What follows belongs to an exercise in optimizing a design on an open flow for small area, a short achievable clock period and few clock cycles; a production flow would make more cautious choices.
In this exercise RTL edits were held to simulation tests only and were not proved equivalent to the original.
Power figures rest on the tool's default switching activity, not on a simulated workload.

[flow/config.mk]
export PLATFORM = sky130hd
export DESIGN_NAME = fb_backend_top
export DESIGN_NICKNAME = fb_backend_top
export VERILOG_FILES = /design/flow/design.v
export SDC_FILE = /design/flow/constraint.sdc
export NUM_CORES = 4
export LEC_CHECK = 0
export CAP_MARGIN = 20
export CORE_MARGIN = 2
export CORE_UTILIZATION = 40
export CTS_CLUSTER_DIAMETER = 100
export CTS_CLUSTER_SIZE = 28
export SETUP_SLACK_MARGIN = 3.2
export SLEW_MARGIN = 20
export SYNTH_HIERARCHICAL = 1
export SYNTH_MINIMUM_KEEP_SIZE = 0
[flow/constraint.sdc]
create_clock -name core_clock -period 6.0 [get_ports {clk}]
set_input_delay 1.2000 -clock core_clock [delete_from_list [all_inputs] [get_ports {clk}]]
set_output_delay 1.2000 -clock core_clock [all_outputs]
set_load 0.01 [all_outputs]
[flow/design.v]
package raster_pkg;
    localparam int screen_w = 16;
    localparam int screen_h = 8;
    localparam int x_width = $clog2(screen_w);
    localparam int y_width = $clog2(screen_h);
    localparam int pixel_count = screen_w * screen_h;
    localparam int index_width = x_width + y_width;
    localparam int depth_width = 16;
    localparam int rgb565_width = 16;
    localparam logic [7:0] default_alpha = 8'h00;
    typedef struct packed {
        logic [x_width-1:0] x;
        logic [y_width-1:0] y;
    } screen_pos_t;
    typedef struct packed {
        logic [7:0] r;
        logic [7:0] g;
        logic [7:0] b;
        logic [7:0] a;
    } rgba8888_t;
    typedef struct packed {
        logic [4:0] r;
        logic [5:0] g;
        logic [4:0] b;
    } rgb565_t;
    typedef struct packed {
        logic        enable;
        screen_pos_t start_pos;
        screen_pos_t end_pos;
    } scissor_t;
    typedef struct packed {
        scissor_t               scissor;
        rgba8888_t              clear_color;
        logic [depth_width-1:0] clear_depth;
        logic                   color_write_enable;
        logic                   depth_write_enable;
    } fb_config_t;
    typedef enum logic [1:0] {
        CMD_NONE        = 2'd0,
        CMD_MEMSET      = 2'd1,
        CMD_SWAP        = 2'd2,
        CMD_MEMSET_SWAP = 2'd3
    } fb_cmd_e;
    typedef enum logic [1:0] {
        SEQ_IDLE   = 2'd0,
        SEQ_LAUNCH = 2'd1,
        SEQ_WAIT   = 2'd2
    } seq_state_e;
    function automatic logic [rgb565_width-1:0] to_rgb565(input logic [31:0] color);
        to_rgb565 = {color[31:27], color[23:18], color[15:11]};
    endfunction
    function automatic logic [31:0] from_rgb565(input logic [rgb565_width-1:0] color);
        from_rgb565 = {color[15:11], 3'b000, color[10:5], 2'b00, color[4:0], 3'b000, default_alpha};
    endfunction
endpackage
`timescale 1ns/10ps
module fb_rd_or8 (
    input  logic [7:0] pix,
    input  logic [7:0] sel,
    output logic       y
);
    assign y = |(pix & sel);
endmodule
module framebuffer_tile #(
    parameter int pixel_width = 16
)
(
    input  logic                        clk,
    input  logic [127:0]                pix_we,
    input  logic [pixel_width-1:0]      wdata,
    input  logic [127:0]                rd_hot,
    output logic [pixel_width-1:0]      rd_data
);
    logic [pixel_width-1:0] mem [128];
    for (genvar p = 0; p < 128; p++)
    begin : g_pix
        always_ff @(posedge clk)
        begin
            if (pix_we[p])
            begin
                mem[p] <= wdata;
            end
        end
    end
    logic [15:0]            or8 [pixel_width];
    logic [pixel_width-1:0] rd_sel;
    for (genvar b = 0; b < pixel_width; b++)
    begin : g_bit
        for (genvar g = 0; g < 16; g++)
        begin : g_grp
            logic [7:0] pix;
            for (genvar k = 0; k < 8; k++)
            begin : g_k
                assign pix[k] = mem[8*g+k][b];
            end
            fb_rd_or8 u (
                .pix (pix),
                .sel (rd_hot[8*g +: 8]),
                .y   (or8[b][g])
            );
        end
        assign rd_sel[b] = |or8[b];
    end
    always_ff @(posedge clk)
    begin
        rd_data <= rd_sel;
    end
endmodule
`timescale 1ns/10ps
module buffer_sequencer (
    input  logic                clk,
    input  logic                rst,
    input  logic                cmd_valid,
    input  logic [1:0]          cmd,
    input  logic                fb_swapped,
    output logic                swap_fb,
    output logic                busy,
    output logic                cmd_done
);
    logic accept;
    assign accept    = cmd_valid && !busy && (cmd != 2'd0);
    always_ff @(posedge clk)
    begin
        if (rst)
        begin
            busy     <= 1'b0;
            swap_fb  <= 1'b0;
            cmd_done <= 1'b0;
        end
        else
        begin
            swap_fb  <= accept && cmd[1];
            if (busy)
            begin
                busy     <= !fb_swapped;
                cmd_done <= fb_swapped;
            end
            else
            begin
                busy     <= accept && cmd[1];
                cmd_done <= accept && !cmd[1];
            end
        end
    end
endmodule
`timescale 1ns/10ps
module fb_backend_top (
    input  logic        clk,
    input  logic        rst,
    input  logic [64:0] cfg,
    input  logic        cmd_valid,
    input  logic [1:0]  cmd,
    input  logic        wr_valid,
    input  logic [6:0]  wr_pos,
    input  logic [31:0] wr_color,
    input  logic [15:0] wr_depth,
    input  logic        rd_valid,
    input  logic [6:0]  rd_pos,
    input  logic        fb_swapped,
    output logic        color_rd_valid,
    output logic [31:0] color_rd_data,
    output logic        depth_rd_valid,
    output logic [15:0] depth_rd_data,
    output logic        busy,
    output logic        swap_fb,
    output logic        cmd_done
);
    raster_pkg::fb_config_t  cfg_s;
    logic                    rd_v;
    logic [127:0]            pix_hit;
    logic [127:0]            color_we;
    logic [127:0]            depth_we;
    logic [127:0]            rd_hot;
    logic [15:0]             color_wdata;
    logic [15:0]             depth_wdata;
    logic [15:0]              color_rd_raw;
    assign cfg_s = cfg;
    buffer_sequencer seq (
        .clk        (clk),
        .rst        (rst),
        .cmd_valid  (cmd_valid),
        .cmd        (cmd),
        .fb_swapped (fb_swapped),
        .swap_fb    (swap_fb),
        .busy       (busy),
        .cmd_done   (cmd_done)
    );
    logic        clear_req;
    logic        color_go;
    logic        depth_go;
    logic [15:0] col_c;
    logic [15:0] col_d;
    logic [15:0] col_w;
    logic [7:0]  row_s;
    logic [7:0]  row_w;
    assign clear_req = cmd_valid && cmd[0];
    assign color_go  = !busy && cfg_s.color_write_enable;
    assign depth_go  = !busy && cfg_s.depth_write_enable;
    for (genvar x = 0; x < 16; x++)
    begin : g_x
        logic x_in;
        assign x_in     = (4'(x) >= cfg_s.scissor.start_pos.x) && (4'(x) < cfg_s.scissor.end_pos.x);
        assign col_c[x] = color_go && (!cfg_s.scissor.enable || x_in);
        assign col_d[x] = depth_go && (!cfg_s.scissor.enable || x_in);
        assign col_w[x] = wr_valid && (wr_pos[6:3] == 4'(x));
    end
    for (genvar y = 0; y < 8; y++)
    begin : g_y
        logic y_in;
        assign y_in     = (3'(y) >= cfg_s.scissor.start_pos.y) && (3'(y) < cfg_s.scissor.end_pos.y);
        assign row_s[y] = !cfg_s.scissor.enable || y_in;
        assign row_w[y] = (wr_pos[2:0] == 3'(y));
    end
    for (genvar p = 0; p < 128; p++)
    begin : g_we
        assign pix_hit[p]  = row_s[p / 16] && (clear_req || (col_w[p % 16] && row_w[p / 16]));
        assign color_we[p] = col_c[p % 16] && pix_hit[p];
        assign depth_we[p] = col_d[p % 16] && pix_hit[p];
    end
    for (genvar p = 0; p < 128; p++)
    begin : g_rd
        assign rd_hot[p] = ({rd_pos[2:0], rd_pos[6:3]} == 7'(p));
    end
    assign color_wdata = clear_req ? raster_pkg::to_rgb565(cfg_s.clear_color) : raster_pkg::to_rgb565(wr_color);
    assign depth_wdata = clear_req ? cfg_s.clear_depth : wr_depth;
    framebuffer_tile #(
        .pixel_width (16)
    ) color_tile (
        .clk     (clk),
        .pix_we  (color_we),
        .wdata   (color_wdata),
        .rd_hot  (rd_hot),
        .rd_data (color_rd_raw)
    );
    framebuffer_tile #(
        .pixel_width (16)
    ) depth_tile (
        .clk     (clk),
        .pix_we  (depth_we),
        .wdata   (depth_wdata),
        .rd_hot  (rd_hot),
        .rd_data (depth_rd_data)
    );
    always_ff @(posedge clk)
    begin
        if (rst)
        begin
            rd_v <= 1'b0;
        end
        else
        begin
            rd_v <= rd_valid && !busy;
        end
    end
    assign color_rd_data  = raster_pkg::from_rgb565(color_rd_raw);
    assign color_rd_valid = rd_v;
    assign depth_rd_valid = rd_v;
endmodule
[flow/run.sh]
#!/bin/bash
# synth_recipe.tcl (not shown) runs the flow's synth.tcl, then flattens the netlist and writes it again
# the make line also repeats each setting of config.mk as NAME=value (left out here)
make -C /OpenROAD-flow-scripts/flow DESIGN_CONFIG=/design/flow/config.mk WORK_HOME=/design/flow/orfs CLKGATE_MAP_FILE= SYNTH_SCRIPT=/design/flow/synth_recipe.tcl finish
==> summary.txt, run 1 <==
Die
The die height is just over 600 um. The initial utilization of the core area, before any placement, comes to 0.4011. In this run the core area contains 223 standard-cell rows. In this run the standard cell core region covers between 300000 and 400000 um2.

The die is 611.7 um wide. The I/O pin count is around 190. The overall die area is 374200 um2.

Critical path
The required time at the worst-slack endpoint is ~6.5 ns. The largest fanout of any net on the critical path is 129. The critical setup path kind is input port to flop. The worst setup path is launched from an input port.

The type of destination of the critical path is a flop. Data arrives at the worst endpoint at 3.71 ns.

Timing
The post-layout minimum cycle time is 3.192 ns. At the pin with the least slew margin, the transition time is 1.316 ns. The number of endpoints failing setup at the final stage is 0. In this run the tightest slew margin relative to its limit is 0.1226. The final number of max-transition violations is 0. The maximum clock frequency is 0.3133 GHz. The count of endpoints failing hold in the final timing report was 0.

Hold timing on the final database bottoms out at a slack of 0.6215 ns. In the finished design, the share of the clock period the worst path needs comes to 0.5320. For the final routed database, the setup TNS stands at 0 ns. Setup repair after global routing could not meet its margin everywhere. The largest clock skew in the final design is 0.05172 ns.

CTS
The clock transition at the registers of the reported paths is about 0.10 ns. The clock net in this run drives a total of 4132 sinks. Clock tree synthesis selected as its root buffer the cell sky130_fd_sc_hd__clkbuf_16.

In this run, CTS created clock tree buffers numbering 171. TritonCTS built the clock tree. The H-tree was split into 4 levels. The number of hold buffers added after cts is 0. At the later pin of the worst-skew pair, clock insertion delay measures roughly 0.94 ns. The maximum clock insertion buffer count is 4.

Synth
In this run the cell area of the synthesized design comes to 147700 um2. In this run, synthesis inferred 4096 flip-flops with an integrated enable. Yosys printed 12 warnings. The mean instance size in the synthesized netlist is about 19 um2. The sequential cell area fraction in the yosys report is 0.8375. The number of different library cells used by synthesis comes to 48. By count the netlist is led by sky130_fd_sc_hd__edfxtp_1 (4096), sky130_fd_sc_hd__a22oi_1 (2049), sky130_fd_sc_hd__nand4_1 (546). The most common cell in the synthesized netlist is sky130_fd_sc_hd__edfxtp_1. The share of the synthesized area in the top cell type is 0.8326. Counting flops with an async set or reset pin after synthesis yields a share of 0.

The flip-flop and latch count after synthesis is 4132. Synthesis handed over a netlist of 7810 instances. Ranked by total cell area, the synthesized netlist is headed by sky130_fd_sc_hd__edfxtp_1 (83%), sky130_fd_sc_hd__a22oi_1 (10%), sky130_fd_sc_hd__nand4_1 (2.3%), sky130_fd_sc_hd__nor2_1 (0.91%), sky130_fd_sc_hd__nor4_1 (0.58%). The commonest register cell after synthesis is sky130_fd_sc_hd__edfxtp_1. The top cell type by total area after synthesis is sky130_fd_sc_hd__edfxtp_1.

Cells and area
The post-route standard cell area excluding fillers is 176600 um2. Fill cells in the final layout number approximately 30000. In the final layout, the share of cells above drive strength 1 is 0.2165. For this run, the post-layout net count is 9239.

From synthesis to final layout, the design area changed by 19.57%. Across the whole layout, storage elements account for between 100000 and 150000 um2. The footprint of the multi-input gates is 29360 um2.

Place
The count of input and output buffers is 139. The congestion estimate from routability-driven global placement came to 1.049. The sum of net half-perimeters after detailed placement is 297800 um. In this run the cell area measured after placement is 161900 um2.

Job
The tool flagged a number of max-cap violations equal to 0.

Detailed routing
In the routed design, unresolved DRC markers number 0. Before antenna repair, the detailed router went through 6 iterations. In this run the remaining antenna-violating nets after routing total 0. For this block, the initial DRC count from the detailed router was 15050.

The final routed wire length divided by cell count is 36.84 um. After detailed routing, the number of vias per cell comes to 6.414. The post-detailed-routing wire length is just over 500000 um.

The number of vias after detailed routing is ~90000.

GRT
Entering global routing, the biggest net connects 129 pins. In the global route stage, overall resource usage came out at 0.2664. The global-route wire length before repair is 685700 um. The number of antenna violations at the first check in global routing is 46.

The via count of the first global-routing pass is just over 80000. After global routing the overflow that remains totals 0.

Outcome
The run finished with no timing, DRC or antenna violations.

Power and ir drop
The worst-case IR drop observed on VDD is 237.1 uV. Power spread over the standard cell area amounts to between 200 and 300 nW/um2. In this run the static leakage power is 53.50 nW.

Min path
In this run the worst hold path is classified as flop to flop.
[Yosys stat by module (local to each module, per instance), a selection]
module	cells	flip-flops and latches	area, um2
fb_backend_top	951	1	4395
fb_rd_or8	5	0	36.28
buffer_sequencer	11	3	107.6
[critical path: stages]
cell,delay (ns)
sky130_fd_sc_hd__buf_2,0.41
sky130_fd_sc_hd__and2_4,0.37
sky130_fd_sc_hd__buf_16,0.27
sky130_fd_sc_hd__nand2_1,0.24
sky130_fd_sc_hd__nand2_8,0.52
[sequential cells by signal (all words and copies together) (netlist names)]
name                flops
depth_tile.mem       2048
depth_tile.rd_data     16
rd_v                    1
seq.cmd_done            1
seq.busy                1
seq.swap_fb             1
color_tile.rd_data     16
color_tile.mem       2048
[cells in the final DEF (no fill, tap or decap), types with 31 or more instances in the layout]
cell type                         synthesis  routed
sky130_fd_sc_hd__a22oi_1               2049    2028
sky130_fd_sc_hd__buf_12                   0     274
sky130_fd_sc_hd__buf_4                   17     632
sky130_fd_sc_hd__buf_6                    0      70
sky130_fd_sc_hd__clkbuf_1                39      67
sky130_fd_sc_hd__clkbuf_16                0     179
sky130_fd_sc_hd__clkdlybuf4s50_1          0      76
sky130_fd_sc_hd__dfxtp_4                  0      31
sky130_fd_sc_hd__edfxtp_1              4096    4096
sky130_fd_sc_hd__nand2_1                177      69
sky130_fd_sc_hd__nand2_2                  0      31
sky130_fd_sc_hd__nand2_4                  0      65
sky130_fd_sc_hd__nand2_8                  0      50
sky130_fd_sc_hd__nand4_1                546     546
sky130_fd_sc_hd__nor2_2                   1     102
sky130_fd_sc_hd__nor2_4                   0     281
sky130_fd_sc_hd__nor3_1                  72      34
sky130_fd_sc_hd__nor3_4                   0      37
sky130_fd_sc_hd__nor4_1                 137      65
sky130_fd_sc_hd__nor4_2                   0      55
sky130_fd_sc_hd__o21ai_1                 61      50
[final cells by class]
cell class	count	area share
Sequential cell	4132	0.7011
Clock inverter	16	0.001056
Timing Repair Buffer	1122	0.07105
Inverter	4	0.0001063
Clock buffer	239	0.02579
Antenna cell	26	0.0003684
Multi-Input combinational cell	3673	0.1662
Tap cell	4837	0.03427
[worst paths after layout]
path,depth (start not counted),slack (ns),to,start
max,5,2.81,depth_tile.mem[3][4]$_DFFE_PP_,cmd_valid
min,2,0.62,rd_v$_SDFF_PP0_,seq.busy$_SDFF_PP0_
max reg2reg,9,3.55,color_tile.mem[47][6]$_DFFE_PP_,seq.busy$_SDFF_PP0_
min reg2reg,2,0.62,rd_v$_SDFF_PP0_,seq.busy$_SDFF_PP0_
[stage by stage]
| step | cells | setup slack, ns | utilization | total power [mW] |
|---|---|---|---|---|
| 2_1_floorplan | 7825 | 2.850 | - | 34.39 |
| 3_3_place_gp | 13180 | 0.7230 | 0.4396 | 35.97 |
| 3_5_place_dp | 13180 | 0.6897 | 0.4397 | 36.06 |
| 4_1_cts | 13870 | 3.141 | 0.4724 | 49.92 |
| 5_1_grt | 14040 | 3.023 | 0.4795 | 51.07 |
| 6_report | 14050 | 2.808 | 0.4796 | 49.98 |
[routing by layer]
layer / global-route usage / share of wire
met3: 0.04811 / 0.11
met1: 0.3646 / 0.37
met4: 0.1514 / 0.069
met5: 0 / 0.00014
met2: 0.4022 / 0.45
[kinds of logic after synthesis]
family / Yosys count / share of synthesized area
buf+inv: 100 / 0.003244
simple gates: 1380 / 0.04936
other cells: 1 / 0.00002539
compound gates: 2197 / 0.1099
flops: 4132 / 0.8375
[what timing repair did]
item | CTS | global route
buffers inserted | 359 | 141
pin swaps | 262 | 111
endpoints found under the setup margin | 7917 | 3134
resized for setup | 556 | 174
cloned | 72 | 17
[where the power goes]
part	total (mW)	internal, mW	leakage (nW)	switching, mW
registers	32.8	32.6	37.5	0.233
logic	3.23	0.727	13.7	2.50
clock network	14.0	5.42	2.29	8.54
Testbench counts, summed over its fixed seeds: cycles 4,796.
==> inputs of run 2 (changes only) <==
--- a/flow/config.mk
+++ b/flow/config.mk
@@ -9,7 +9,8 @@
 export CORE_MARGIN = 2
 export CORE_UTILIZATION = 40
 export CTS_CLUSTER_DIAMETER = 100
-export CTS_CLUSTER_SIZE = 28
+export CTS_CLUSTER_SIZE = 24
+export GPL_ROUTABILITY_DRIVEN = 0
 export SETUP_SLACK_MARGIN = 3.2
 export SLEW_MARGIN = 20
 export SYNTH_HIERARCHICAL = 1
==> summary.txt, run 2 <==
Timing
The final number of max-transition violations is 0. Setup repair after global routing could not meet its margin everywhere. Setup violations remaining at the end of the flow were counted as 0.

The count of endpoints failing hold in the final timing report is 0. The maximum clock frequency is between 0.3 and 0.4 GHz. The largest clock skew in the final design is 0.07107 ns. The ratio of final minimum period to clock period is 0.5107.

The transition time at the pin with the least slew margin is 1.113 ns. The post-layout minimum cycle time is just over 3 ns. For the final routed database, the setup TNS stands at 0 ns. The worst hold slack is approximately 0.60 ns. Measured against its own limit, the worst slew margin works out to 0.2570.

Detailed routing
The final routed wire length divided by cell count is 38.08 um. The DRC marker count from the first detailed-route iteration is 15490. The routed design has 533400 um of wire. In this run the remaining antenna-violating nets after routing total 0.

The number of iterations in the first detailed-routing pass is 6. For this run, design rule violations remaining after detail routing come to 0. Across all layers, the routed design uses ~90000 vias.

In the routed layout, each cell is associated on average with a via count of 6.479.

CTS
The number of H-tree branching levels is 4. The clock passes through at most 4 buffers. The number of hold buffers added after cts is 0. The buffer cell driving the clock tree root is sky130_fd_sc_hd__clkbuf_16. The number of clock buffers added by TritonCTS is 195.

The latest clock arrival within the worst-skew pair is 0.99 ns. The clock transition at the registers of the reported paths is 0.09 ns. The clock sink count is 4132.

TritonCTS built the clock tree.

Synth
The number of warnings reported in the yosys synthesis log is 12. After synthesis, the cell types taking the most area are sky130_fd_sc_hd__edfxtp_1 (83%), sky130_fd_sc_hd__a22oi_1 (10%), sky130_fd_sc_hd__nand4_1 (2.3%), sky130_fd_sc_hd__nor2_1 (0.91%), sky130_fd_sc_hd__nor4_1 (0.58%). The number of distinct library cells after synthesis is 48. In the synthesized netlist the dominant register cell turns out to be sky130_fd_sc_hd__edfxtp_1. The share of the synthesized area in the top cell type is 0.8326. The share of the Yosys chip area taken by registers is 0.8375. In the synthesized netlist, the cells that appear most often are sky130_fd_sc_hd__edfxtp_1 (4096), sky130_fd_sc_hd__a22oi_1 (2049), sky130_fd_sc_hd__nand4_1 (546).

The number of cells produced by synthesis is between 7000 and 8000. The synthesized design contains 4132 register bits. Counting flops with an async set or reset pin after synthesis yields a share of 0. The largest total area in the synthesized netlist belongs to sky130_fd_sc_hd__edfxtp_1.

The netlist area before placement is 147700 um2. In this run, synthesis inferred 4096 flip-flops with an integrated enable. By instance count, the leading cell after synthesis is sky130_fd_sc_hd__edfxtp_1. The mean instance size in the synthesized netlist is ~19 um2.

Place
The count of input and output buffers is roughly 140. The area of placed instances is 161600 um2. The sum of net half-perimeters after detailed placement is 289900 um.

Min path
For hold timing, the worst endpoint is rd_v$_SDFF_PP0_. The type of the tightest min-delay check is flop to flop. The launch instance of the worst min-delay path is seq.busy$_SDFF_PP0_. The number of instances on the worst hold path is 2.

Die
The number of rows in the core area is 223. The die is 611.7 um tall. The floorplan core area is about 370000 um2. The I/O pin count is 188. The x dimension of the die is 611.7 um. The die covers about 370000 um2. The effective utilization at floorplan is 0.4011.

Power and ir drop
For this design the static power due to leakage is 53.43 nW. The peak supply drop is ~300 uV. For this design the ratio of total power to cell area is 289.1 nW/um2.

Cells and area
The finished cells cover 176700 um2. The post-layout net count is 9181. The largest registers in the layout are color_tile.mem (2048), depth_tile.mem (2048). The most common library cell in the layout ignoring fill and taps is sky130_fd_sc_hd__edfxtp_1. Relative to the synthesized area, the layout overhead comes to 19.64%. The utilization of the core after routing is 0.4798. In the layout the commonest cells are sky130_fd_sc_hd__edfxtp_1 (4096), sky130_fd_sc_hd__a22oi_1 (2033), sky130_fd_sc_hd__buf_4 (560). Of the cells placed in the final design, the portion with a size suffix greater than 1 is 0.2118.

Critical path
The most frequent cell on the critical path is sky130_fd_sc_hd__buf_4. The startpoint of the most critical setup path is rd_pos[5]. The setup slack on the worst flop-to-flop path is 3.61 ns. The depth of the worst register-to-register path is 7. The launch point of the worst reg-to-reg path is seq.busy$_SDFF_PP0_. The data arrival time of the worst path is about 3.9 ns.

At the worst endpoint, the required time is 6.80 ns. The delay of the slowest cell on the worst path is 0.82 ns. The endpoint of the lowest-slack register-to-register path is color_tile.mem[69][8]$_DFFE_PP_. STA classifies the critical path endpoint as a flop. The worst setup path is launched from an input port. The critical path goes through buf_4 -> nor2b_4 -> nand2_4 -> buf_12 -> buf_4 -> nor2_4 -> a22oi_2 -> nand4_1 -> nor4_1 -> buf_4 -> nand4_1. The largest fanout of any net on the critical path is 8. The critical setup path kind is input port to flop. The largest individual stage delay along the critical path comes from the cell sky130_fd_sc_hd__nand4_1.

GRT
The via count of the first global-routing pass is 82970. Global routing finished with a remaining overflow of 0. Entering global routing, the biggest net connects 129 pins. The number of antenna violations at the first check in global routing was 45. The global-route wire length before repair is 695800 um. The global-route total usage across every layer is 0.2708.

Job
The tool flagged a number of max-cap violations equal to 0.

Outcome
The flow ran to the end and the layout has no timing, DRC or antenna violations.
==> run 2: cell counts after synthesis <==
No cell type changed its count.
==> run 2: worst max-delay path by stage <==
stage	endpoint	cells past startpoint
floorplan	color_tile.mem[16][0]$_DFFE_PP_	4
global placement	color_tile.rd_data[5]$_DFF_P_	10
detailed placement	depth_tile.rd_data[14]$_DFF_P_	11
CTS	depth_tile.mem[86][6]$_DFFE_PP_	5
global route	color_tile.mem[124][13]$_DFFE_PP_	8
finish	depth_tile.rd_data[0]$_DFF_P_	11
==> run 2: critical path, delay by kind of cell <==
family | cells | cell delay (ns)
compound gates | 1 | 0.16
simple gates | 6 | 1.76
buf+inv | 4 | 0.73
==> run 2: layout make-up <==
type / instances / area (um2)
clock inverter: 11 / 178.9
timing repair buffer: 1020 / 11390
multi-input combinational: 3693 / 29910
inverter: 4 / 18.77
antenna: 25 / 62.56
clock buffer: 286 / 5285
tap: 4837 / 6052
fill: 29920 / 191600
sequential: 4132 / 123800
==> run 2: what timing repair did <==
action | CTS | global route
setup buffers | 315 | 123
resized for setup | 572 | 207
cloned | 78 | 27
pin swaps | 262 | 107
setup endpoints to repair | 8001 | 4051
==> run 2: cells by family after synthesis <==
family                 synth area share
buffers and inverters          0.003244
flip-flops                       0.8375
other                        0.00002539
AO/OA/AOI/OAI                    0.1099
AND/OR/NAND/NOR                 0.04936
==> run 2: power breakdown <==
group / leakage (nW) / internal [mW] / switching, mW
sequential: 37.5 / 32.5 / 0.230
clock: 2.62 / 6.18 / 8.74
combinational: 13.3 / 0.727 / 2.67
total: 53.4 / 39.5 / 11.6
==> run 2: layer usage <==
metal,share of wire,up-vias,global-route usage
met2,0.44,6610,0.4043
met1,0.36,46730,0.3573
met3,0.13,1231,0.06450
met5,0.00015,-,0.0005166
met4,0.080,8,0.1706
li1,-,36190,-
==> run 2: per-module statistics from Yosys, one instance, submodules excluded, a selection <==
module            flops+latches  times used  area (um2)
fb_backend_top                1           1        4395
fb_rd_or8                     0         512       36.28
buffer_sequencer              3           1       107.6
==> run 2: through the flow <==
step / instances / power [mW] / worst slack (ns)
after floorplan: 7825 / 34.39 / 2.850
after global placement: 13140 / 35.94 / 0.7900
after detailed placement: 13140 / 36.03 / 0.7123
after CTS: 13830 / 50.88 / 3.080
after global routing: 14000 / 52.13 / 3.033
final: 14010 / 51.09 / 2.936
==> inputs of run 3 (changes only) <==
--- a/flow/config.mk
+++ b/flow/config.mk
@@ -10,7 +10,6 @@
 export CORE_UTILIZATION = 40
 export CTS_CLUSTER_DIAMETER = 100
 export CTS_CLUSTER_SIZE = 24
-export GPL_ROUTABILITY_DRIVEN = 0
 export SETUP_SLACK_MARGIN = 3.2
 export SLEW_MARGIN = 20
 export SYNTH_HIERARCHICAL = 1
==> summary.txt, run 3 <==
Outcome
The flow ran to the end and the layout has no timing, DRC or antenna violations.

CTS
For the worst-skew pair, the clock arrives at the later sink with an insertion delay of 0.97 ns. No sink is reached through more buffers than the 4 on the longest clock path. The number of H-tree branching levels is 4. The buffer cell driving the clock tree root is sky130_fd_sc_hd__clkbuf_16. After clock tree synthesis, the clock-pin slew on the worst setup and hold paths is 0.09 ns. The number of clock buffers added by TritonCTS is 196. The clock sink count is slightly above 4000. The TritonCTS clock tree is done.

Detailed routing
The detailed-route DRC error count is 0. The DRC marker count from the first detailed-route iteration is 14460. Before antenna repair, the detailed router went through 8 iterations. The residual antenna-violating net count after detailed routing is 0.

Summed over all layers, the routed wires come to 512700 um. The final routed wire length divided by cell count is 36.54 um. After detailed routing, the number of vias per cell comes to 6.389. For this block, the via count after detailed routing is 89630.

Die
The overall die area is between 300000 and 400000 um2. The floorplan step set the die width to 611.7 um. In this run the vertical extent of the chip is 611.7 um. The total area inside the core boundary comes to 368300 um2. The initial utilization of the core area, before any placement, comes to 0.4011. The number of rows in the core area is 223. The I/O pin count is around 190.

Cells and area
Counting the fill cells in the layout gives 30200. The library cells used most frequently in the layout, excluding fill and tap cells, are sky130_fd_sc_hd__edfxtp_1 (4096), sky130_fd_sc_hd__a22oi_1 (2036), sky130_fd_sc_hd__buf_4 (615). The post-layout net count is 9201. The final standard cell count with taps included and fillers excluded is 14030.

Leaving out fill and tap cells, the most frequent cell in the layout is sky130_fd_sc_hd__edfxtp_1. In the final layout, the share of cells above drive strength 1 is 0.2112. In the final layout, the registers with the most flip-flops are color_tile.mem (2048), depth_tile.mem (2048). The area added between synthesis and finish is 19.36%.

Timing
For the final database, setup skew stands at 0.05674 ns. The worst path setup slack after routing is 3.037 ns. The maximum clock frequency is 0.3375 GHz.

The aggregate negative setup slack is 0 ns. Headroom to the max-slew limit came out at 0.1904. The final number of max-transition violations is 0. The number of endpoints failing setup at the final stage is 0. Setup repair after global routing could not meet its margin everywhere. After layout, the minimum clock period comes to approximately 3.0 ns. The count of endpoints failing hold in the final timing report is 0. For the pin with the worst max-slew slack, the measured transition is 1.213 ns. The ratio of final minimum period to clock period is 0.4939.

Job
The number of maximum-capacitance constraint violations is 0.

Critical path
The worst setup path is launched from an input port. The worst register-to-register path ends at color_tile.mem[101][4]$_DFFE_PP_. The capturing instance or port of the critical path is color_tile.mem[9][3]$_DFFE_PP_. The worst setup path is captured at a flop.

For the worst flop-to-flop path, the logic depth is 6. The worst setup path is of the input port to flop kind. The startpoint identified for the worst register-to-register timing path is seq.busy$_SDFF_PP0_. The data arrival time of the worst path is 3.54 ns.

Of all nets on the critical path, the largest fanout is 129. For the worst setup path, the data required time is 6.58 ns. The critical path starts at cmd_valid. Setup slack on the worst reg-to-reg path comes out at around 3.5 ns.

Power and ir drop
The power density normalized to cell area is 289.2 nW/um2. Cell internal power was estimated by the tool at 39.50 mW. Summed over all cells, the static leakage comes to 53.37 nW. The part of the total power dissipated in sequential elements is 0.643. The fraction of power spent switching nets is 0.2254. The clock group share of total power is 0.295. The peak supply drop is 236.2 uV. The logic gate share of total power is 0.062. In this run the power spent charging and discharging nets is 11.49 mW.

Synth
The number of distinct library cells after synthesis is 48. The synthesized netlist occupies a cell area of around 150000 um2. For this run, asynchronously set or reset flops after synthesis account for 0.

The share of the synthesized area in the top cell type is 0.8326. Ranked by total cell area, the synthesized netlist is headed by sky130_fd_sc_hd__edfxtp_1 (83%), sky130_fd_sc_hd__a22oi_1 (10%), sky130_fd_sc_hd__nand4_1 (2.3%), sky130_fd_sc_hd__nor2_1 (0.91%), sky130_fd_sc_hd__nor4_1 (0.58%). The library cell with the highest instance count after synthesis is sky130_fd_sc_hd__edfxtp_1.

The number of cells produced by synthesis is 7810. For this run, the register share of the synthesized area comes to 0.8375. The number of warnings reported in the yosys synthesis log is 12. In the synthesized netlist the dominant register cell turns out to be sky130_fd_sc_hd__edfxtp_1. sky130_fd_sc_hd__edfxtp_1 takes more of the synthesized area than any other cell. The mean instance size in the synthesized netlist is 18.91 um2. The flip-flop and latch count after synthesis is 4132. In the synthesized netlist, the cells that appear most often are sky130_fd_sc_hd__edfxtp_1 (4096), sky130_fd_sc_hd__a22oi_1 (2049), sky130_fd_sc_hd__nand4_1 (546).

The synthesized design contains between 4000 and 5000 enable-type register cells.

Place
Detailed placement finished with a half-perimeter wire length of 297800 um. Prior to clock tree synthesis, the placed netlist has a worst setup slack of 0.6897 ns. The congestion estimate from routability-driven global placement came to 1.049. During placement, the flow inserted port buffers numbering around 140. The number of instances in the placed design is ~13000.

GRT
Entering global routing, the biggest net connects around 130 pins. The via count of the first global-routing pass was slightly above 80000. The total overflow reported by the global router is 0. The number of antenna violations at the first check in global routing was between 40 and 50. The global-route wire length before repair is 674600 um.

In the global route stage, overall resource usage came out at 0.2604.

Min path
In this run the worst hold path is classified as flop to flop. In this run the most critical hold path is launched from seq.busy$_SDFF_PP0_.
run 3: cell counts after synthesis:
Identical to the previous run, type by type.
run 3: per-module statistics from Yosys, one instance, submodules excluded, a selection:
module	flip-flops and latches	times used	cell area, um2	cells
fb_rd_or8	0	512	36.28	5
buffer_sequencer	3	1	107.6	11
fb_backend_top	1	1	4395	951
run 3: power by group through the flow:
stage               Combinational [mW]  Sequential, mW  Clock (mW)
finish                            3.17            32.8        15.0
global route                      3.22            32.8        16.1
CTS                               2.96            32.8        15.2
detailed placement                2.62            33.4           0
global placement                  2.56            33.4           0
floorplan                         1.09            33.3           0
run 3: how the worst min path moves through the flow:
stage | to | slack (ns) | depth (start not counted)
2_1_floorplan | color_tile.rd_data[0]$_DFF_P_ | 0.54 | 4
3_3_place_gp | seq.cmd_done$_SDFF_PP0_ | 0.58 | 2
3_5_place_dp | seq.cmd_done$_SDFF_PP0_ | 0.58 | 2
4_1_cts | rd_v$_SDFF_PP0_ | 0.56 | 2
5_1_grt | seq.swap_fb$_SDFF_PP0_ | 0.59 | 2
6_report | rd_v$_SDFF_PP0_ | 0.57 | 2
run 3: logic make-up (layout without fill, tap and decap cells):
| kind of cell | count (synthesis) | in the layout | share of synthesized area |
|---|---|---|---|
| flops | 4132 | 4132 | 0.8375 |
| other cells | 1 | 33 | 0.00002539 |
| simple gates | 1380 | 1455 | 0.04936 |
| compound gates | 2197 | 2197 | 0.1099 |
| buf+inv | 100 | 1375 | 0.003244 |
run 3: area by class of cell:
cell class	instances	area [um2]	share of cell area
inverters	4	18.77	0.0001064
clock buffers	291	5314	0.03014
multi-input cells	3668	29120	0.1652
well taps	4837	6052	0.03432
diodes	17	42.54	0.0002413
repair buffers	1064	11710	0.06641
flip-flops and latches	4132	123800	0.7023
clock inverters	16	227.7	0.001291
run 3: per-layer routing:
metal / vias to the layer above / track usage / share of wire
met2: 5900 / 0.3976 / 0.45
met4: 4 / 0.1292 / 0.067
met1: 46620 / 0.3600 / 0.37
met3: 939 / 0.04702 / 0.11
li1: 36160 / - / -
met5: - / 0 / 0.000062
run 3: repair_timing:
| item | in CTS | in global routing |
|---|---|---|
| resized for setup | 533 | 143 |
| buffers inserted | 368 | 81 |
| hold buffers | 0 | 0 |
| setup endpoints to repair | 7848 | 4296 |
| gates cloned | 56 | 20 |
| hold endpoints to repair | 0 | 0 |
| pin swaps | 281 | 78 |
run 3: critical path, cell delays in order:
cell and delay (ns):
sky130_fd_sc_hd__buf_2 0.41, sky130_fd_sc_hd__and2_4 0.37, sky130_fd_sc_hd__buf_16 0.27, sky130_fd_sc_hd__nand2_1 0.24, sky130_fd_sc_hd__nand2_8 0.59
run 3: metrics by stage:
| stage | hold WS, ns | area (um2) | utilization | total power, mW |
|---|---|---|---|---|
| final | 0.5697 | 176300 | 0.4787 | 50.99 |
| after global routing | 0.5873 | 176300 | 0.4787 | 52.14 |
| after CTS | 0.5641 | 174500 | 0.4738 | 50.91 |
| after detailed placement | 0.5817 | 161900 | 0.4397 | 36.06 |
| after global placement | 0.5763 | 161900 | 0.4396 | 35.97 |
| after floorplan | 0.5366 | 151200 | - | 34.39 |
==> inputs of run 4 (changes only) <==
--- a/flow/config.mk
+++ b/flow/config.mk
@@ -10,6 +10,7 @@
 export CORE_UTILIZATION = 40
 export CTS_CLUSTER_DIAMETER = 100
 export CTS_CLUSTER_SIZE = 24
+export PLACE_DENSITY = 0.66
 export SETUP_SLACK_MARGIN = 3.2
 export SLEW_MARGIN = 20
 export SYNTH_HIERARCHICAL = 1
==> summary.txt, run 4 <==
Timing
The count of endpoints failing hold in the final timing report is 0. Dividing the final minimum period by the clock period gives 0.4996. Setup slack on the critical path of the routed design comes to 3.002 ns. The final number of max-transition violations came to 0. Setup repair after global routing could not meet its margin everywhere. The post-layout minimum cycle time is 2.998 ns. The number of endpoints failing setup at the final stage is 0. Across the routed clock network, the largest skew measured is 0.05987 ns.

The worst pin sits at a relative slew slack of 0.1528. The maximum clock frequency is 0.3336 GHz. The transition time at the pin with the least slew margin is 1.271 ns. In the final timing run, aggregate negative setup slack is 0 ns.

Die
The floorplan core area is 368300 um2. The floorplan step set the die height to 611.7 um. The x dimension of the die is 611.7 um. For this design the top-level I/O count stands at 188.

The overall die area is 374200 um2. In this run the core area contains 223 standard-cell rows. For this configuration, the core starts out at a cell density of 0.4011.

Power and ir drop
The fraction of power spent switching nets is 0.2262. The internal power of the cells totals 39.48 mW. The total leakage power is about 54 nW. The power density normalized to cell area is 286.8 nW/um2.

The overall power of the completed layout is between 50 and 60 mW. The power dissipated by switching net loads is 11.54 mW. The peak supply drop is 277.8 uV. The logic gate share of total power is 0.067. Of the total power, registers draw 0.643. Of the total power, the clock network draws 0.291.

Critical path
For the worst setup path, the data required time is roughly 6.7 ns. The endpoint identified for the worst register-to-register timing path is depth_tile.mem[21][8]$_DFFE_PP_. The number of buffers and inverters on the critical path is 3. The largest fanout of any net on the critical path is 17. The delay of the slowest cell on the worst path is approximately 0.79 ns.

The critical path goes through buf_6 -> nor2b_4 -> nand2_2 -> buf_12 -> nor2_4 -> buf_6 -> a22oi_1 -> nand4_1 -> nor4_4 -> nand4_1. The number of stages on the worst setup path is 10. The setup slack on the worst flop-to-flop path is 3.45 ns.

The critical setup path kind is input port to flop. The standard cell with the maximum stage delay on the critical path is sky130_fd_sc_hd__nor4_4. The data arrival time of the worst path is 3.70 ns.

The number of cells on the worst reg-to-reg path is 6. In this design, the largest share of critical-path delay is due to simple AND/OR/NAND/NOR gates. The sort of element at the start of the critical path is an input port. STA classifies the critical path endpoint as a flop. The worst register-to-register path begins at seq.busy$_SDFF_PP0_.

Cells and area
The largest registers in the layout are color_tile.mem (2048), depth_tile.mem (2048). From synthesis to final layout, the design area changed by 20.44%. The library cells used most frequently in the layout, excluding fill and tap cells, are sky130_fd_sc_hd__edfxtp_1 (4096), sky130_fd_sc_hd__a22oi_1 (2019), sky130_fd_sc_hd__buf_4 (573). The final standard cell count with taps included and fillers excluded is 14070. Leaving out fill and tap cells, the most frequent cell in the layout is sky130_fd_sc_hd__edfxtp_1. For this run, the post-layout net count is 9242. Of the cells placed in the final design, the portion with a size suffix greater than 1 is 0.2191. The number of filler instances in the final layout is 29560.

Synth
The commonest register cell after synthesis is sky130_fd_sc_hd__edfxtp_1. The fraction of registers with async set or reset after synthesis is 0. The number of cells produced by synthesis is 7810.

The netlist area before placement is 147700 um2. Counting flops and latches in the post-synthesis netlist gives roughly 4100. The top cell type by total area after synthesis is sky130_fd_sc_hd__edfxtp_1. After synthesis, the cell types taking the most area are sky130_fd_sc_hd__edfxtp_1 (83%), sky130_fd_sc_hd__a22oi_1 (10%), sky130_fd_sc_hd__nand4_1 (2.3%), sky130_fd_sc_hd__nor2_1 (0.91%), sky130_fd_sc_hd__nor4_1 (0.58%).

The sequential cell area fraction in the yosys report is 0.8375. The number of distinct library cells after synthesis is 48. In this run the mean area of a mapped cell was 18.91 um2. The synthesized design contains between 4000 and 5000 enable-type register cells. Of the post-synthesis cell area, the dominant cell type holds 0.8326.

The commonest cells after synthesis are sky130_fd_sc_hd__edfxtp_1 (4096), sky130_fd_sc_hd__a22oi_1 (2049), sky130_fd_sc_hd__nand4_1 (546). The library cell with the highest instance count after synthesis is sky130_fd_sc_hd__edfxtp_1. The number of warnings reported in the yosys synthesis log is 12.

CTS
After clock tree synthesis, the clock-pin slew on the worst setup and hold paths is 0.09 ns. The TritonCTS clock tree is done. The number of buffers created by CTS is 197. The clock sink count is 4132.

The maximum clock insertion buffer count is 4. In this run, post-CTS hold repair placed 0 buffers. Clock latency on the worst-skew pair, taken at its later pin, is 0.96 ns. The H-tree generated during clock tree synthesis spans 4 levels. CTS placed an instance of sky130_fd_sc_hd__clkbuf_16 at the clock tree root.

Min path
The endpoint of the worst hold-timing path is seq.swap_fb$_SDFF_PP0_. The type of the tightest min-delay check is flop to flop. The launch instance of the worst min-delay path is seq.busy$_SDFF_PP0_. Along the worst hold path, the cell count comes to 2.

GRT
The total overflow left after global routing is 0. The via count of the first global-routing pass is between 80000 and 90000. Entering global routing, the biggest net connects roughly 130 pins. Across every metal layer, demand over resource in global routing totals 0.2691. The number of antenna violations at the first check in global routing came to 43. The global-route wire length before repair is 693800 um.

Detailed routing
Using the TritonRoute via totals, the vias-per-cell ratio works out to 6.503. For this block, the initial DRC count from the detailed router was 14700. The final routed wire length divided by cell count is about 38 um.

For this block, the via count after detailed routing is about 91000. The first TritonRoute pass finished after 6 iterations. The detailed-route DRC error count is 0. The post-detailed-routing wire length is 534800 um. The residual antenna-violating net count after detailed routing is 0.

Place
The number of instances in the placed design is roughly 13000. The sum of net half-perimeters after detailed placement is 285800 um. Input and output buffers added on the ports amount to ~140. OpenSTA, run right after detailed placement, puts the worst setup slack at 0.6659 ns.

Routability-driven placement finished with a final weighted congestion of approximately 1.0.

Job
Across the run, the number of max-cap violations was 0.

Outcome
The run finished with no timing, DRC or antenna violations.
==> run 4: cell counts after synthesis <==
No cell type changed its count.
==> run 4: power by group through the flow <==
| stage | Sequential (mW) | Clock [mW] | Combinational, mW |
|---|---|---|---|
| after floorplan | 33.3 | 0 | 1.09 |
| final | 32.8 | 14.8 | 3.41 |
| after global routing | 32.8 | 15.8 | 3.42 |
| after CTS | 32.8 | 14.9 | 3.11 |
| after detailed placement | 33.4 | 0 | 2.58 |
| after global placement | 33.4 | 0 | 2.50 |
==> run 4: what timing repair did <==
item	CTS	global route
pin swaps	271	125
gates resized for setup	635	200
setup endpoints to repair	7724	3724
buffers inserted	371	142
cloned	88	30
==> run 4: area by class of cell <==
cell class / count / area [um2] / share of cell area
Antenna cell: 37 / 92.59 / 0.0005204
Clock buffer: 267 / 5235 / 0.02942
Clock inverter: 16 / 239.0 / 0.001343
Inverter: 4 / 15.01 / 0.00008439
Multi-Input combinational cell: 3699 / 30080 / 0.1691
Sequential cell: 4132 / 123800 / 0.6960
Tap cell: 4837 / 6052 / 0.03402
Timing Repair Buffer: 1073 / 12380 / 0.06956
==> run 4: routing by layer <==
| layer | wire, um | GRT usage |
|---|---|---|
| met3 | 74910 | 0.06920 |
| met4 | 44750 | 0.1861 |
| met5 | 11 | 0 |
| met2 | 235900 | 0.4024 |
| met1 | 179200 | 0.3445 |
==> run 4: cell families after synthesis <==
group / after synthesis / synth area share
and+or+nand+nor: 1380 / 0.04936
DFF: 4132 / 0.8375
AOI/OAI and AO/OA: 2197 / 0.1099
other: 1 / 0.00002539
buffers and inverters: 100 / 0.003244
==> run 4: stage by stage <==
stage	instance area (um2)	util	hold WS, ns
after floorplan	151200	-	0.5366
after global placement	161300	0.4378	0.5604
after global routing	177900	0.4830	0.6382
after CTS	175000	0.4751	0.6121
final	177900	0.4831	0.6158
after detailed placement	161400	0.4383	0.5867
==> run 4: worst register-to-register path: cells and delay by family, from the launching register on <==
kind | cells | cell delay, ns
buffers and inverters | 3 | 0.77
and+or+nand+nor | 3 | 1.09
DFF | 1 | 0.35
==> run 4: worst max path at each step <==
stage | from | to | slack, ns
2_1_floorplan | cfg[61] | color_tile.mem[16][0]$_DFFE_PP_ | 2.85
3_3_place_gp | rd_pos[4] | color_tile.rd_data[15]$_DFF_P_ | 0.78
3_5_place_dp | rd_pos[4] | color_tile.rd_data[15]$_DFF_P_ | 0.67
4_1_cts | cmd[0] | color_tile.mem[99][0]$_DFFE_PP_ | 3.05
5_1_grt | rd_pos[3] | depth_tile.rd_data[4]$_DFF_P_ | 3.01
6_report | rd_pos[5] | depth_tile.rd_data[4]$_DFF_P_ | 3.00
==> run 4: per-module statistics from Yosys, one instance, submodules excluded, excerpt <==
module            cells  area (um2)
fb_rd_or8             5       36.28
fb_backend_top      951        4395
buffer_sequencer     11       107.6
==> inputs of run 5 (changes only) <==
==> flow/flow/run.sh (new file) <==
#!/bin/bash
# The standard layout, with the port buffers that buffer_ports inserts made
# plain buffers (buf_4) instead of the delay cell it picks on its own; the
# resizer then sizes them like any other buffer.
set -euo pipefail
export BUFFER_PORTS_ARGS="-buffer_cell sky130_fd_sc_hd__buf_4"
bash standard.sh finish > standard.log 2>&1
==> flow/standard.sh (new file) <==
#!/bin/bash
# synth_recipe.tcl (not shown) runs the flow's synth.tcl, then flattens the netlist and writes it again
# the make line also repeats each setting of config.mk as NAME=value (left out here)
make -C /OpenROAD-flow-scripts/flow DESIGN_CONFIG=/design/flow/config.mk WORK_HOME=/design/flow/orfs CLKGATE_MAP_FILE= SYNTH_SCRIPT=/design/flow/synth_recipe.tcl "${@:-finish}"
--- a/flow/config.mk
+++ b/flow/config.mk
@@ -10,8 +10,7 @@
 export CORE_UTILIZATION = 40
 export CTS_CLUSTER_DIAMETER = 100
 export CTS_CLUSTER_SIZE = 24
-export PLACE_DENSITY = 0.66
-export SETUP_SLACK_MARGIN = 3.2
+export SETUP_SLACK_MARGIN = 3.0
 export SLEW_MARGIN = 20
 export SYNTH_HIERARCHICAL = 1
 export SYNTH_MINIMUM_KEEP_SIZE = 0
removed: flow/run.sh
==> summary.txt, run 5 <==
Min path
The tightest min-delay check is of the input port to flop type. The worst hold path begins at rst.

Timing
The worst hold slack is 0.4503 ns. The count of endpoints failing hold in the final timing report was 0. The post-layout minimum cycle time is 3.130 ns.

The worst relative slew slack is 0.1246. At the pin with the least slew margin, the transition time is 1.310 ns. The number of endpoints failing setup at the final stage is 0. Setup repair after global routing could not meet its margin everywhere.

The final number of max-transition violations is 0. Based on the critical path, the design can be clocked at up to 0.3195 GHz. On the final layout, the worst clock skew is 0.06882 ns.

The aggregate negative setup slack is 0 ns. The ratio of final minimum period to clock period is 0.5216.

Critical path
Tracing the worst setup path back leads to its startpoint at rd_pos[0]. The type of destination of the critical path is a flop. In this design, the stage delay of the slowest critical-path cell is 1.04 ns. The slowest stage of the critical path belongs to the cell sky130_fd_sc_hd__nor4_4. The critical path goes through buf_6 -> or3b_4 -> buf_12 -> buf_16 -> nor2_4 -> buf_12 -> a22oi_2 -> nand4_1 -> nor4_4 -> nand4_1. The largest fanout of any net on the critical path is 9. The required time at the worst-slack endpoint is 6.77 ns. The worst setup path is launched from an input port. The data arrival time of the worst path is 3.90 ns. The critical setup path kind is input port to flop.

The launch point of the worst reg-to-reg path is seq.busy$_SDFF_PP0_.

CTS
The maximum clock insertion buffer count is 4. Buffers inserted during clock tree synthesis total 197. Clock-pin slew was measured on the worst setup and hold paths at 0.09 ns. The latest clock arrival within the worst-skew pair is 0.95 ns.

The clock net in this run drives a total of 4132 sinks. The H-tree generated during clock tree synthesis spans 4 levels. The tree is rooted in a sky130_fd_sc_hd__clkbuf_16. The TritonCTS clock tree is done.

Power and ir drop
The fraction of power spent switching nets is 0.2242. The logic gate share of total power is 0.058. The power dissipated by switching net loads is 11.38 mW. The internal power of the cells is approximately 39 mW. For this design the static power due to leakage is around 52 nW. The part of the total power dissipated in sequential elements is 0.644. The power density normalized to cell area is 294.0 nW/um2. Of the total power, the clock network draws 0.297. Across the VDD grid, the largest voltage drop is 293.0 uV.

Synth
The share of synthesized area in the top cell type comes to 0.8326. The commonest register cell after synthesis is sky130_fd_sc_hd__edfxtp_1. The mapped netlist covers 147700 um2. In the synthesized netlist the async set-or-reset flop fraction comes to 0. A synthesized cell averages 18.91 um2.

Synthesis produced a netlist whose cell count is 7810. The share of the Yosys chip area taken by registers is 0.8375. The top cell type by total area after synthesis is sky130_fd_sc_hd__edfxtp_1.

The number of warnings reported in the yosys synthesis log is 12. After synthesis, the cell types taking the most area are sky130_fd_sc_hd__edfxtp_1 (83%), sky130_fd_sc_hd__a22oi_1 (10%), sky130_fd_sc_hd__nand4_1 (2.3%), sky130_fd_sc_hd__nor2_1 (0.91%), sky130_fd_sc_hd__nor4_1 (0.58%). By count the netlist is led by sky130_fd_sc_hd__edfxtp_1 (4096), sky130_fd_sc_hd__a22oi_1 (2049), sky130_fd_sc_hd__nand4_1 (546). In this run, synthesis inferred 4096 flip-flops with an integrated enable. The most common cell in the synthesized netlist is sky130_fd_sc_hd__edfxtp_1. The netlist uses 48 different library cells.

The flip-flop and latch count after synthesis is 4132.

Detailed routing
Dividing the detail-routed wire length by the instance count gives 36.17 um. For this run, design rule violations remaining after detail routing come to 0. In this run the remaining antenna-violating nets after routing total 0. For this run, the detailed router's first-pass iteration total came to 6. The DRC marker count from the first detailed-route iteration is 14160.

The detailed-route vias per instance is 6.355. Across all layers, the routed design uses 88500 vias. The final layout contains routed wiring with a total length of 503700 um.

Outcome
The flow ran to the end and the layout has no timing, DRC or antenna violations.

Cells and area
The area added between synthesis and finish is 16.93%. The utilization of the core after routing is 0.4690. At the end of the flow, the number of nets in the layout was 9021. The most common library cell in the layout ignoring fill and taps is sky130_fd_sc_hd__edfxtp_1. The share of final-layout standard cells stronger than drive strength 1 is 0.1951. The library cells used most frequently in the layout, excluding fill and tap cells, are sky130_fd_sc_hd__edfxtp_1 (4096), sky130_fd_sc_hd__a22oi_1 (2031), sky130_fd_sc_hd__buf_4 (678).

In the final layout, the registers with the most flip-flops are color_tile.mem (2048), depth_tile.mem (2048).

GRT
The largest net degree at the start of global routing is 129. The via count of the first global-routing pass is ~81000. In the global route stage, overall resource usage came out at 0.2596. The first global-routing pass estimated 673100 um of wire. For this run the aggregate overflow at the end of global routing stands at 0. The number of antenna violations at the first check in global routing was 62.

Die
The die covers between 300000 and 400000 um2. The floorplan step set the die width to 611.7 um. The floorplan step set the die height to 611.7 um. For this configuration, the core starts out at a cell density of 0.4011. The initialized floorplan defines 223 standard-cell rows.

The floorplan core area is approximately 370000 um2. In this run the count of I/O pins placed on the die edge is about 190.

Place
The count of input and output buffers is approximately 140. Routability-driven placement finished with a final weighted congestion of 0.9353. The sum of net half-perimeters after detailed placement is 304100 um.

Job
The number of maximum-capacitance constraint violations is 0.
-- run 5: cell count changes in the layout (fill, tap and decap cells not counted), sizes merged, moves of 6 or more --
cell           before  now
clkdlybuf4s50      76    0
clkbuf            273  315
clkdlybuf4s15      11    0
dlymetal6s2s        6    0
buf               960  906
diode              37   75
dlygate4sd2        10    0
nand2             239  177
-- run 5: cell families after synthesis --
| family | Yosys count | share of synthesized area |
|---|---|---|
| other cells | 1 | 0.00002539 |
| simple gates | 1380 | 0.04936 |
| compound gates | 2197 | 0.1099 |
| flops | 4132 | 0.8375 |
| buf+inv | 100 | 0.003244 |
-- run 5: final timing paths --
kind | cells past startpoint | endpoint | slack, ns
worst min register to register | 2 | seq.busy$_SDFF_PP0_ | 0.61
worst min-delay path | 2 | seq.busy$_SDFF_PP0_ | 0.45
worst max register to register | 5 | color_tile.mem[43][2]$_DFFE_PP_ | 3.00
worst max-delay path | 10 | color_tile.rd_data[8]$_DFF_P_ | 2.87
-- run 5: routing by layer --
| layer | track usage | wire [um] | up-vias |
|---|---|---|---|
| met5 | 0 | 231 | - |
| met4 | 0.1473 | 32140 | 28 |
| met3 | 0.05651 | 57950 | 1007 |
| met2 | 0.3977 | 229500 | 5775 |
| met1 | 0.3437 | 183900 | 45840 |
| li1 | - | - | 35850 |
-- run 5: power groups by stage --
stage               registers [mW]  clock network, mW  logic [mW]
CTS                           32.7               15.2        2.81
detailed placement            33.4                  0        2.64
global route                  32.8               16.1        3.00
floorplan                     33.3                  0       0.995
global placement              33.4                  0        2.56
finish                        32.7               15.1        2.95
-- run 5: metrics by stage --
stage	instances	power (mW)	cell area, um2	worst slack (ns)
CTS	13720	50.77	170400	2.740
global placement	13130	35.94	160600	0.8188
finish	13930	50.78	172700	2.870
global route	13910	51.91	172700	2.923
detailed placement	13130	36.04	160800	0.9799
floorplan	7825	34.30	150000	2.749
-- run 5: area by class of cell --
cell class | instances | area, um2
Tap cell | 4837 | 6052
Timing Repair Buffer | 912 | 9211
Sequential cell | 4132 | 123700
Multi-Input combinational cell | 3639 | 27940
Clock inverter | 18 | 240.2
Fill cell | 30520 | 195600
Clock buffer | 309 | 5360
Antenna cell | 75 | 187.7
Inverter | 4 | 15.01
-- run 5: worst max-delay path, delay by kind of cell --
kind	cells	cell delay (ns)
compound gates	1	0.19
buf+inv	4	0.62
simple gates	5	1.86
-- run 5: Yosys stat by module, one instance, submodules excluded, a selection --
module | cell area, um2 | flops+latches | cells inside | times used
fb_backend_top | 4395 | 1 | 951 | 1
buffer_sequencer | 107.6 | 3 | 11 | 1
fb_rd_or8 | 36.28 | 0 | 5 | 512
-- run 5: timing repair --
| item | CTS | global route |
|---|---|---|
| hold buffers | 0 | 0 |
| gates cloned | 42 | 9 |
| gates resized for setup | 231 | 120 |
| buffers inserted | 216 | 114 |
| endpoints found under the setup margin | 1881 | 1622 |
| pin swaps | 140 | 95 |
==> inputs of run 6 (changes only) <==
--- a/flow/config.mk
+++ b/flow/config.mk
@@ -10,7 +10,7 @@
 export CORE_UTILIZATION = 40
 export CTS_CLUSTER_DIAMETER = 100
 export CTS_CLUSTER_SIZE = 24
-export SETUP_SLACK_MARGIN = 3.0
+export SETUP_SLACK_MARGIN = 3.2
 export SLEW_MARGIN = 20
 export SYNTH_HIERARCHICAL = 1
 export SYNTH_MINIMUM_KEEP_SIZE = 0
==> summary.txt, run 6 <==
Outcome
The run finished with no timing, DRC or antenna violations.

Power and ir drop
The peak supply drop is 249.3 uV. The overall power of the completed layout is 50.75 mW. The power density normalized to cell area is just under 300 nW/um2. Summed over all cells, the static leakage comes to 52.93 nW.

GRT
Entering global routing, the biggest net connects 129 pins. The number of antenna violations at the first check in global routing is 34. The via count of the first global-routing pass is 82170. In the global route stage, overall resource usage came out at 0.2626. The first global-routing pass estimated roughly 680000 um of wire. The total overflow left after global routing is 0.

Critical path
The largest fanout of any net on the critical path is 14. For the worst setup path, the data required time is roughly 6.7 ns. The data arrival time of the worst path is 3.75 ns. The worst register-to-register path ends at color_tile.mem[63][10]$_DFFE_PP_. The depth of the worst register-to-register path is 5. STA classifies the critical path startpoint as an input port. The type of destination of the critical path is a flop. The standard cell with the maximum stage delay on the critical path is sky130_fd_sc_hd__nor4_4.

The setup slack on the worst flop-to-flop path is 3.13 ns. The critical setup path kind is input port to flop. The launch point of the worst reg-to-reg path is seq.busy$_SDFF_PP0_. The number of buffers and inverters on the critical path is 5. The most frequent cell on the critical path is sky130_fd_sc_hd__buf_12.

The largest single stage delay on the critical path is 0.54 ns. The family with the most delay on the worst path is simple AND/OR/NAND/NOR gates. The critical path goes through buf_12 -> nor2b_4 -> nand2_4 -> buf_12 -> buf_16 -> nor2_4 -> buf_12 -> a22oi_1 -> nand4_1 -> nor4_4 -> buf_6 -> nand4_1.

Cells and area
In the final layout, the share of cells above drive strength 1 is 0.2170. With fillers left out, the area of the finished cells amounts to 175200 um2. The most common library cell in the layout ignoring fill and taps is sky130_fd_sc_hd__edfxtp_1. After filler insertion, the fill cell instance count of the layout stands at 30230. The library cells used most frequently in the layout, excluding fill and tap cells, are sky130_fd_sc_hd__edfxtp_1 (4096), sky130_fd_sc_hd__a22oi_1 (1987), sky130_fd_sc_hd__buf_4 (695). Compared with the post-synthesis result, the final layout area differs by 18.61%. The post-layout net count is 9110. The largest registers in the layout are color_tile.mem (2048), depth_tile.mem (2048).

Detailed routing
The post-detailed-routing wire length is 513600 um. Once detail routing completed, the nets flagged for antenna violations numbered 0. The final routed wire length divided by cell count is 36.88 um. The routed layout has 89490 vias. The first detailed-routing pass ran for 7 iterations. The detailed-route DRC error count is 0. The DRC marker count from the first detailed-route iteration is 14260. Using the TritonRoute via totals, the vias-per-cell ratio works out to 6.425.

Synth
The fraction of registers with async set or reset after synthesis is 0. The number of warnings reported in the yosys synthesis log is 12. Yosys mapped a number of flops with a built-in enable equal to approximately 4000. In the post-synthesis netlist, the cell with the most instances is sky130_fd_sc_hd__edfxtp_1. The top cell type by total area after synthesis is sky130_fd_sc_hd__edfxtp_1. The number of cells produced by synthesis is roughly 8000.

Of the post-synthesis cell area, the dominant cell type holds 0.8326. The netlist area before placement is 147700 um2. Synthesis inferred approximately 4100 register bits. The mean instance size in the synthesized netlist is 18.91 um2. The commonest register cell after synthesis is sky130_fd_sc_hd__edfxtp_1. By area the synthesized netlist is led by sky130_fd_sc_hd__edfxtp_1 (83%), sky130_fd_sc_hd__a22oi_1 (10%), sky130_fd_sc_hd__nand4_1 (2.3%), sky130_fd_sc_hd__nor2_1 (0.91%), sky130_fd_sc_hd__nor4_1 (0.58%). Ranked by instance count, the synthesized netlist is headed by sky130_fd_sc_hd__edfxtp_1 (4096), sky130_fd_sc_hd__a22oi_1 (2049), sky130_fd_sc_hd__nand4_1 (546).

Yosys mapped the design onto 48 distinct sky130hd cell types. For this run, the register share of the synthesized area comes to 0.8375.

Place
The HPWL after detailed placement is 290800 um. Timing analysis after detailed placement gives a worst setup slack of ~1.4 ns. The placer congestion estimate is 0.9754. In this run the cell area measured after placement is between 150000 and 200000 um2. Input and output buffers added on the ports amount to around 140.

Timing
The final number of max-transition violations is 0. Dividing the final minimum period by the clock period gives 0.5154. The worst path setup slack after routing is 2.907 ns. Setup violations remaining at the end of the flow were counted as 0. In the final timing run, aggregate negative setup slack is 0 ns. For the pin with the worst max-slew slack, the measured transition is ~1.1 ns. Timing would allow up to approximately 0.32 GHz.

The count of endpoints failing hold in the final timing report was 0. Clock skew on the completed layout was measured at 0.05895 ns. Setup repair after global routing could not meet its margin everywhere.

The post-layout minimum cycle time is 3.093 ns. The tightest hold path in the finished design has a slack of 0.4293 ns. The worst relative slew slack is 0.2793.

Min path
The type of the tightest min-delay check is input port to flop. The path with the worst hold slack has its endpoint at seq.cmd_done$_SDFF_PP0_. In this run the most critical hold path is launched from rst. The number of instances on the worst hold path is 2.

CTS
Hold repair after CTS inserted 0 buffers. After clock tree synthesis, the clock-pin slew on the worst setup and hold paths is 0.09 ns. The buffer cell driving the clock tree root is sky130_fd_sc_hd__clkbuf_16. TritonCTS built the clock tree. The clock sink count is 4132. The H-tree was split into 4 levels. The clock passes through at most 4 buffers. The number of buffers created by CTS is 196. The latest clock arrival within the worst-skew pair is 0.95 ns.

Die
The floorplan step defined a core boundary enclosing 368300 um2. The effective utilization at floorplan is 0.4011. The number of rows in the core area is 223. The x dimension of the die is slightly above 600 um. The die covers between 300000 and 400000 um2.

The die height is between 600 and 700 um. For this design the top-level I/O count stands at ~190.

Job
The number of maximum-capacitance constraint violations is 0.
==> run 6: cell counts after synthesis <==
No cell type changed its count.
==> run 6: modules after synthesis, one instance, submodules excluded, excerpt <==
module	area [um2]	flops+latches	times used
fb_backend_top	4395	1	1
fb_rd_or8	36.28	0	512
buffer_sequencer	107.6	3	1
==> run 6: repair_timing <==
action / CTS / global route
buffers inserted: 332 / 142
setup endpoints to repair: 5688 / 2938
gates cloned: 57 / 14
pin swaps: 223 / 188
gates resized for setup: 323 / 175
==> run 6: cell type report <==
cell class	count	area, um2	share of cell area
flip-flops and latches	4132	123800	0.7065
multi-input cells	3657	29310	0.1673
repair buffers	984	10500	0.05990
well taps	4837	6052	0.03454
clock buffers	278	5318	0.03035
clock inverters	11	173.9	0.0009927
diodes	24	60.06	0.0003428
inverters	4	18.77	0.0001071
==> run 6: how the worst max path moves through the flow <==
stage	from	endpoint	slack [ns]	depth (start not counted)
detailed placement	rd_pos[2]	depth_tile.rd_data[8]$_DFF_P_	1.37	9
global placement	rd_pos[1]	depth_tile.rd_data[14]$_DFF_P_	1.32	9
finish	rd_pos[6]	color_tile.rd_data[4]$_DFF_P_	2.91	12
CTS	rd_pos[0]	color_tile.rd_data[4]$_DFF_P_	3.07	11
floorplan	cfg[61]	color_tile.mem[16][0]$_DFFE_PP_	2.85	4
global route	cmd_valid	depth_tile.mem[5][2]$_DFFE_PP_	2.99	6
==> run 6: report_power, final <==
group / switching [mW] / internal, mW / leakage, nW / total, mW
logic: 2.43 / 0.633 / 12.8 / 3.07
registers: 0.221 / 32.6 / 37.5 / 32.8
clock network: 8.67 / 6.23 / 2.64 / 14.9
total: 11.3 / 39.4 / 52.9 / 50.7
==> run 6: cells by family (layout without fill, tap and decap cells) <==
kind of cell,count (synthesis),in the layout,share of synthesized area
AOI/OAI and AO/OA,2197,2197,0.1099
DFF,4132,4132,0.8375
other,1,40,0.00002539
and+or+nand+nor,1380,1444,0.04936
buffers and inverters,100,1277,0.003244
==> run 6: routing by layer <==
layer  track usage  share of wire
met5      0.002454        0.00015
met4        0.1522          0.072
met3       0.05943           0.12
met2        0.3982           0.45
met1        0.3485           0.36
==> run 6: through the flow <==
stage	cells	utilization
final	13930	0.4757
after global routing	13920	0.4756
after CTS	13750	0.4680
after detailed placement	13070	0.4364
after global placement	13060	0.4360
after floorplan	7825	-

-- what the ideal ports hide --
In the flow no input, the clock included, has a driving cell. The finished layouts below were timed again as built, in two steps. Step 1 assumes that a clkbuf_16 drives the clock port and a buf_2 every other input. Step 2 also shifts input and output timing later by t, the mid clock arrival at the registers, as if the neighbouring blocks saw the same clock. a / b / c = ideal ports / drivers / drivers and shift; a / b = the first two.
run	t (ns)	slack for setup (ns)	worst register clock-pin slew, ns
run 1	1.038	2.808 / 2.895 / 1.856	0.11 / 0.11
run 2	1.038	2.936 / 2.899 / 1.861	0.11 / 0.11
run 3	1.060	3.037 / 3.093 / 2.032	0.10 / 0.10
run 4	1.029	3.002 / 2.891 / 1.862	0.11 / 0.11
run 5	1.015	2.870 / 2.786 / 1.771	0.10 / 0.10
run 6	1.040	2.907 / 2.924 / 1.884	0.10 / 0.10
After both steps setup and hold are still met in every run listed. For run 4, which loses most, drivers alone change the setup slack by -0.111 ns; drivers and shift together by -1.140 ns.
